Background: an optimization exercise with open tools, aiming at small area. Do not read the settings as production practice.
Only simulation tests tie the RTL to the original design; equivalence was not proved.
Power figures rest on the tool's default switching activity, not on a simulated workload.

==> flow/design.v (excerpt) <==
module tetris_display
#(
  parameter int   H_ACTIVE = 640,
  parameter int   H_FRONT  = 16,
  parameter int   H_SYNC   = 96,
  parameter int   H_BACK   = 48,
  parameter int   V_ACTIVE = 480,
  parameter int   V_FRONT  = 10,
  parameter int   V_SYNC   = 2,
  parameter int   V_BACK   = 33,
  parameter tetris_pkg::bgr_t BG_COLOR = 24'h202020
) (
  input  wire         iVGA_CLK,
  input  wire         iRST_n,
  input  wire  [7:0]  paddr,
  input  wire         psel,
  input  wire         penable,
  input  wire         pwrite,
  input  wire  [31:0] pwdata,
  output logic [31:0] prdata,
  output logic        pready,
  output logic        pslverr,
  output logic        hs,
  output logic        vs,
  output logic        blank_n,
  output logic [7:0]  r_data,
  output logic [7:0]  g_data,
  output logic [7:0]  b_data
);
Size: about 1300 cells after synthesis, about 450 flip-flops, ~110 I/O pins, ~0.019 mm2 of cells after synthesis.
==> flow/config.mk <==
export PLATFORM = sky130hd
export DESIGN_NAME = tetris_display
export DESIGN_NICKNAME = tetris_display
export VERILOG_FILES = /design/flow/design.v
export SDC_FILE = /design/flow/constraint.sdc
export NUM_CORES = 4
export LEC_CHECK = 0
export CAP_MARGIN = 20
export CORE_MARGIN = 2
export CORE_UTILIZATION = 65
export SLEW_MARGIN = 20
==> flow/constraint.sdc <==
create_clock -name core_clock -period 8.0 [get_ports {iVGA_CLK}]
set_input_delay 1.6000 -clock core_clock [delete_from_list [all_inputs] [get_ports {iVGA_CLK}]]
set_output_delay 1.6000 -clock core_clock [all_outputs]
set_load 0.01 [all_outputs]
standard.sh (not shown) runs the stock make flow with config.mk's settings and CLKGATE_MAP_FILE= SYNTH_SCRIPT=/design/flow/synth_recipe.tcl, a recipe that flattens the netlist after the stock synthesis.
==> flow/flow/run.sh <==
#!/bin/bash
# The standard layout (standard.sh), with these changes:
#  - synthesis maps logic with an area-oriented ABC script (my_synth.tcl, area.abc);
#    registers and their names are those of the standard synthesis
#  - before global placement, weak gates driving many pins get a stronger size
#    (upsize.tcl), so placement does not add buffers to those nets
#  - port buffers are sky130_fd_sc_hd__buf_1
#  - clock tree: larger sink clusters, no dummy loads
set -euo pipefail
F=$(cd "$(dirname "${BASH_SOURCE[0]}")" && pwd)
W=$(dirname "$F")
cd "$W"
CTS="-sink_clustering_enable -repair_clock_nets -dont_use_dummy_load"
CTS="$CTS -root_buf sky130_fd_sc_hd__clkbuf_16 -buf_list sky130_fd_sc_hd__clkbuf_16"
CTS="$CTS -sink_clustering_size 30 -sink_clustering_max_diameter 80"
bash standard.sh \
  "SYNTH_SCRIPT=$F/my_synth.tcl" \
  "PRE_GLOBAL_PLACE_TCL=$F/upsize.tcl" \
  "BUFFER_PORTS_ARGS=-buffer_cell sky130_fd_sc_hd__buf_1" \
  "CTS_ARGS=$CTS" \
  finish > "$W/standard_flow.log" 2>&1
==> flow/flow/upsize.tcl <==
# Before global placement: give weak gates that drive many pins a stronger
# size of the same function, so placement does not buffer those nets.
proc my_upsize_drivers {min_loads} {
  set db [ord::get_db]
  set block [ord::get_db_block]
  set n 0
  foreach net [$block getNets] {
    if {[$net getSigType] ne "SIGNAL"} { continue }
    set drv ""
    set loads 0
    foreach it [$net getITerms] {
      if {[$it isOutputSignal]} { set drv $it } elseif {[$it isInputSignal]} { incr loads }
    }
    if {$drv eq "" || $loads < $min_loads} { continue }
    set inst [$drv getInst]
    set m [[$inst getMaster] getName]
    if {![regexp {^(sky130_fd_sc_hd__[a-z0-9]+)_([012])$} $m -> base sz]} { continue }
    if {[regexp {df|dl|buf|inv|conb|tap|fill|decap|diode} $base]} { continue }
    # nor-like gates pull up through series devices: they need the 4x size
    if {[regexp {__(nor|o[0-9])} $base]} { set sizes {4} } elseif {$sz < 2} { set sizes {2 4} } else { continue }
    set target ""
    foreach s $sizes {
      if {[$db findMaster ${base}_$s] ne "NULL"} { set target ${base}_$s; break }
    }
    if {$target eq ""} { continue }
    replace_cell [$inst getName] $target
    incr n
  }
  puts "my_upsize_drivers: resized $n drivers of $min_loads or more pins"
}
my_upsize_drivers 10
Other scripts of this flow, unchanged in this note and not shown: flow/flow/area.abc, flow/flow/my_synth.tcl
The first run finished with timing, DRC and antenna clean.
Edit:
==> flow/flow/run.sh (replaced) <==
#!/bin/bash
# The standard layout (standard.sh), with three changes:
#  - synthesis maps logic with an area-oriented ABC script (my_synth.tcl, area.abc);
#    registers and their names are those of the standard synthesis
#  - port buffers are sky130_fd_sc_hd__buf_1
#  - clock tree: larger sink clusters, no dummy loads
set -euo pipefail
F=$(cd "$(dirname "${BASH_SOURCE[0]}")" && pwd)
W=$(dirname "$F")
cd "$W"
CTS="-sink_clustering_enable -repair_clock_nets -dont_use_dummy_load"
CTS="$CTS -root_buf sky130_fd_sc_hd__clkbuf_16 -buf_list sky130_fd_sc_hd__clkbuf_16"
CTS="$CTS -sink_clustering_size 25 -sink_clustering_max_diameter 70"
bash standard.sh \
  "SYNTH_SCRIPT=$F/my_synth.tcl" \
  "BUFFER_PORTS_ARGS=-buffer_cell sky130_fd_sc_hd__buf_1" \
  "CTS_ARGS=$CTS" \
  finish > "$W/standard_flow.log" 2>&1
removed: flow/flow/upsize.tcl
Result: Clock skew rises by 0.0090 ns; via count rises by 1.6%; final area rises by 2.1%; power rises by about 4%; non-clock buffer count rises by 66; worst hold slack degrades by 0.012 ns; wire length rises by 1.2%; clock power rises by about 10%; synthesized area is unchanged; final cell count rises by 4.0%.

== garnet ==
The RTL this note starts from:
==> flow/design.v <==
`timescale 1ns/1ps
`default_nettype none
package tetris_pkg;
  typedef logic [9:0] coord_t;
  localparam coord_t CELL_PX    = 10'd20;
  localparam coord_t DIVIDER_X  = 10'd320;
  localparam int     BOARD_COLS = 16;
  localparam int     BOARD_ROWS = 24;
  localparam coord_t DIGIT_COL0_0   = 10'd19;
  localparam coord_t DIGIT_COL0_1   = 10'd23;
  localparam coord_t DIGIT_COL0_2   = 10'd27;
  localparam coord_t DIGIT_ROW0     = 10'd1;
  localparam coord_t DIGIT_W        = 10'd3;
  localparam coord_t DIGIT_H        = 10'd5;
  typedef logic [23:0] bgr_t;
  localparam bgr_t FILL_COLOR = 24'h00ff00;
  typedef logic [BOARD_COLS-1:0] board_row_t;
  typedef logic [BOARD_ROWS*BOARD_COLS-1:0] board_t;
  typedef logic [3:0] digit_t;
  typedef logic [11:0] digits_t;
  localparam logic [7:0] ADDR_SCORE = 8'h60;
  typedef enum logic [2:0] {
    REG_NONE,
    REG_BOARD,
    REG_DIVIDER,
    REG_DIGIT0,
    REG_DIGIT1,
    REG_DIGIT2
  } region_e;
  typedef logic [14:0] font_t;
  function automatic font_t font_glyph(logic [3:0] d);
    case (d)
      4'd0:    font_glyph = 15'b111_101_101_101_111;
      4'd1:    font_glyph = 15'b010_010_010_010_010;
      4'd2:    font_glyph = 15'b111_001_111_100_111;
      4'd3:    font_glyph = 15'b111_100_111_100_111;
      4'd4:    font_glyph = 15'b100_100_111_101_101;
      4'd5:    font_glyph = 15'b111_100_111_001_111;
      4'd6:    font_glyph = 15'b111_101_111_001_111;
      4'd7:    font_glyph = 15'b100_100_100_100_111;
      4'd8:    font_glyph = 15'b111_101_111_101_111;
      4'd9:    font_glyph = 15'b111_100_111_101_111;
      default: font_glyph = '0;
    endcase
  endfunction
endpackage
`default_nettype wire
`timescale 1ns/1ps
`default_nettype none
module tetris_display
#(
  parameter int   H_ACTIVE = 640,
  parameter int   H_FRONT  = 16,
  parameter int   H_SYNC   = 96,
  parameter int   H_BACK   = 48,
  parameter int   V_ACTIVE = 480,
  parameter int   V_FRONT  = 10,
  parameter int   V_SYNC   = 2,
  parameter int   V_BACK   = 33,
  parameter tetris_pkg::bgr_t BG_COLOR = 24'h202020
) (
  input  wire         iVGA_CLK,
  input  wire         iRST_n,
  input  wire  [7:0]  paddr,
  input  wire         psel,
  input  wire         penable,
  input  wire         pwrite,
  input  wire  [31:0] pwdata,
  output logic [31:0] prdata,
  output logic        pready,
  output logic        pslverr,
  output logic        hs,
  output logic        vs,
  output logic        blank_n,
  output logic [7:0]  r_data,
  output logic [7:0]  g_data,
  output logic [7:0]  b_data
);
  logic [15:0] brd [0:23];    
  logic [23:0] vld;           
  logic [11:0] score;         
  logic        a_ok;          
  logic        a_row;         
  logic        a_score;
  logic        bcd_bad;
  logic        access;
  logic [4:0]  ridx;
  logic [23:0] rsel_w;
  logic [23:0] rsel_r;
  logic [15:0] rrow;
  assign ridx    = paddr[6:2];
  assign a_row   = (paddr[1:0] == 2'b00) && !paddr[7] && (ridx < 5'd24);
  assign a_score = (paddr == 8'h60);
  assign a_ok    = a_row || a_score;
  assign bcd_bad = (pwdata[11:8] > 4'd9) || (pwdata[7:4] > 4'd9) || (pwdata[3:0] > 4'd9);
  assign access  = psel && penable;
  assign pready  = 1'b1;
  assign pslverr = access && (!a_ok || (pwrite && a_score && bcd_bad));
  always_comb begin
    for (int r = 0; r < 24; r++) begin
      rsel_w[r] = (ridx == 5'(r));
      rsel_r[r] = (ridx == 5'(r)) && vld[r];
    end
  end
  always_comb begin
    rrow = '0;
    for (int r = 0; r < 24; r++)
      rrow = rrow | ({16{rsel_r[r]}} & brd[r]);
  end
  always_comb begin
    prdata = '0;
    if (psel && !pwrite) begin
      if (a_row)
        prdata[15:0] = rrow;
      else if (a_score)
        prdata[11:0] = score;
    end
  end
  always_ff @(posedge iVGA_CLK) begin
    for (int r = 0; r < 24; r++)
      if (access && pwrite && a_row && rsel_w[r])
        brd[r] <= pwdata[15:0];
  end
  always_ff @(posedge iVGA_CLK or negedge iRST_n) begin
    if (!iRST_n) begin
      vld <= '0;
    end else begin
      for (int r = 0; r < 24; r++)
        if (access && pwrite && a_row && rsel_w[r])
          vld[r] <= 1'b1;
    end
  end
  always_ff @(posedge iVGA_CLK or negedge iRST_n) begin
    if (!iRST_n)
      score <= '0;
    else if (access && pwrite && a_score && !bcd_bad)
      score <= pwdata[11:0];
  end
  logic [5:0] hc;    
  logic [4:0] hp;    
  logic [4:0] vc;    
  logic [4:0] vp;    
  logic h_wrap, line_end, v_wrap, frame_end;
  assign h_wrap    = (hp == 5'd19);
  assign line_end  = h_wrap && (hc == 6'd39);
  assign v_wrap    = (vp == 5'd19);
  assign frame_end = line_end && (vc == 5'd26) && (vp == 5'd4);
  always_ff @(posedge iVGA_CLK or negedge iRST_n) begin
    if (!iRST_n) begin
      hp <= 5'd19;
      hc <= 6'd39;
    end else if (line_end) begin
      hp <= '0;
      hc <= '0;
    end else if (h_wrap) begin
      hp <= '0;
      hc <= hc + 6'd1;
    end else begin
      hp <= hp + 5'd1;
    end
  end
  always_ff @(posedge iVGA_CLK or negedge iRST_n) begin
    if (!iRST_n) begin
      vp <= 5'd4;
      vc <= 5'd26;
    end else if (frame_end) begin
      vp <= '0;
      vc <= '0;
    end else if (line_end) begin
      if (v_wrap) begin
        vp <= '0;
        vc <= vc + 5'd1;
      end else begin
        vp <= vp + 5'd1;
      end
    end
  end
  logic        active;
  logic        hs_n;
  logic        vs_n;
  logic        divider;
  logic [15:0] drow;
  logic        board_lit;
  logic [3:0]  dig;
  logic [5:0]  dcol0;
  logic        in_dig;
  logic [3:0]  gidx;
  logic [14:0] glyph;
  logic        dig_lit;
  logic        lit;
  assign active = (hc < 6'd32) && (vc < 5'd24);
  assign hs_n = ((hc == 6'd32) && (hp >= 5'd16)) ||
                ((hc >= 6'd33) && (hc <= 6'd36)) ||
                ((hc == 6'd37) && (hp <= 5'd11));
  assign vs_n = (vc == 5'd24) && ((vp == 5'd10) || (vp == 5'd11));
  assign divider = (hc == 6'd16) && (hp == 5'd0);
  always_comb begin
    drow = '0;
    for (int r = 0; r < 24; r++)
      drow = drow | ({16{(vc == 5'(r)) && vld[r]}} & brd[r]);
  end
  assign board_lit = (hc < 6'd16) && drow[hc[3:0]];
  always_comb begin
    in_dig = 1'b1;
    dig    = score[11:8];
    dcol0  = 6'd19;
    if ((hc >= 6'd19) && (hc <= 6'd21)) begin
      dig   = score[11:8];
      dcol0 = 6'd19;
    end else if ((hc >= 6'd23) && (hc <= 6'd25)) begin
      dig   = score[7:4];
      dcol0 = 6'd23;
    end else if ((hc >= 6'd27) && (hc <= 6'd29)) begin
      dig   = score[3:0];
      dcol0 = 6'd27;
    end else begin
      in_dig = 1'b0;
    end
    if ((vc < 5'd1) || (vc > 5'd5))
      in_dig = 1'b0;
  end
  assign gidx    = 4'(({1'b0, vc[2:0]} - 4'd1) * 4'd3 + 4'(hc - dcol0));
  assign glyph   = tetris_pkg::font_glyph(dig);
  assign dig_lit = in_dig && glyph[gidx];
  assign lit = active && (divider || board_lit || dig_lit);
  logic hs_q, vs_q, blank_q, lit_q;
  always_ff @(posedge iVGA_CLK or negedge iRST_n) begin
    if (!iRST_n) begin
      hs_q    <= 1'b1;
      vs_q    <= 1'b1;
      blank_q <= 1'b0;
      lit_q   <= 1'b0;
    end else begin
      hs_q    <= !hs_n;
      vs_q    <= !vs_n;
      blank_q <= active;
      lit_q   <= lit;
    end
  end
  assign hs      = hs_q;
  assign vs      = vs_q;
  assign blank_n = blank_q;
  assign g_data  = {lit_q, lit_q, blank_q, {5{lit_q}}};
  assign r_data  = {2'b00, blank_q && !lit_q, 5'b00000};
  assign b_data  = r_data;
endmodule
`default_nettype wire
make LEC_CHECK=0 ABC_AREA=1 CAP_MARGIN=20 CORE_MARGIN=2 CORE_UTILIZATION=40 SLEW_MARGIN=20 finish   # period 8.0 ns
run.sh (not shown) runs the stock make flow with config.mk's settings and CLKGATE_MAP_FILE= SYNTH_SCRIPT=/design/flow/synth_recipe.tcl, a recipe that flattens the netlist after the stock synthesis.
Stock flow here: none of the scripts above is used.
Input-level comparison between harbor and garnet:
Settings: an added CTS_BUF_LIST of sky130_fd_sc_hd__clkbuf_8; a deleted ABC_AREA that had been 1.
### Flow results
The run showing the greater fraction of power spent switching nets is harbor. Looking at final cycle utilization of the critical path across garnet and harbor, the one that comes out higher is garnet. Detail-routed net length per standard cell of harbor exceeds that of garnet by more than 10%. Logic depth of the worst path, buffers included (harbor over garnet): decrease, 1.
Setup changes, harbor to fjord
Settings: CTS_BUF_LIST no longer set, was sky130_fd_sc_hd__clkbuf_8.
### Flow results
fjord vs. harbor: overall via count from detail_route now smaller; worst hold slack stayed essentially flat; post-route standard cell area excluding fillers went up; area added between synthesis and finish up 0.36 points. Setup slack of the critical path after layout of harbor is on par with fjord.

[what the ideal ports hide]
No port has a modelled driver above. Below, the same layouts with a new extraction and two added sets of constraints. Step 1 assumes that a clkbuf_16 drives the clock port and a buf_2 every other input. Step 2 times the ports against the registers' clock, not the clock port: input delays grow and output delays shrink by t, the midpoint of the rising clock arrivals with the driver on. Slacks: ideal ports / drivers / drivers and shift; pairs: ideal ports / drivers.
run	t, ns	slack for setup (ns)	worst slew at a driven data input, ns
the first run of note 1	0.611	2.039 / 2.002 / 2.002	0.06
the second run of note 1	0.608	1.647 / 1.611 / 1.611	0.05
garnet	0.655	0.720 / 0.688 / 0.688	0.10
harbor	0.740	0.936 / 0.912 / 0.912	0.06
fjord	0.675	0.934 / 0.910 / 0.910	0.06
After both steps setup and hold are still met in every run listed. For the first run of note 1, which loses most, drivers alone change the setup slack by -0.037 ns; drivers and shift together by -0.037 ns.
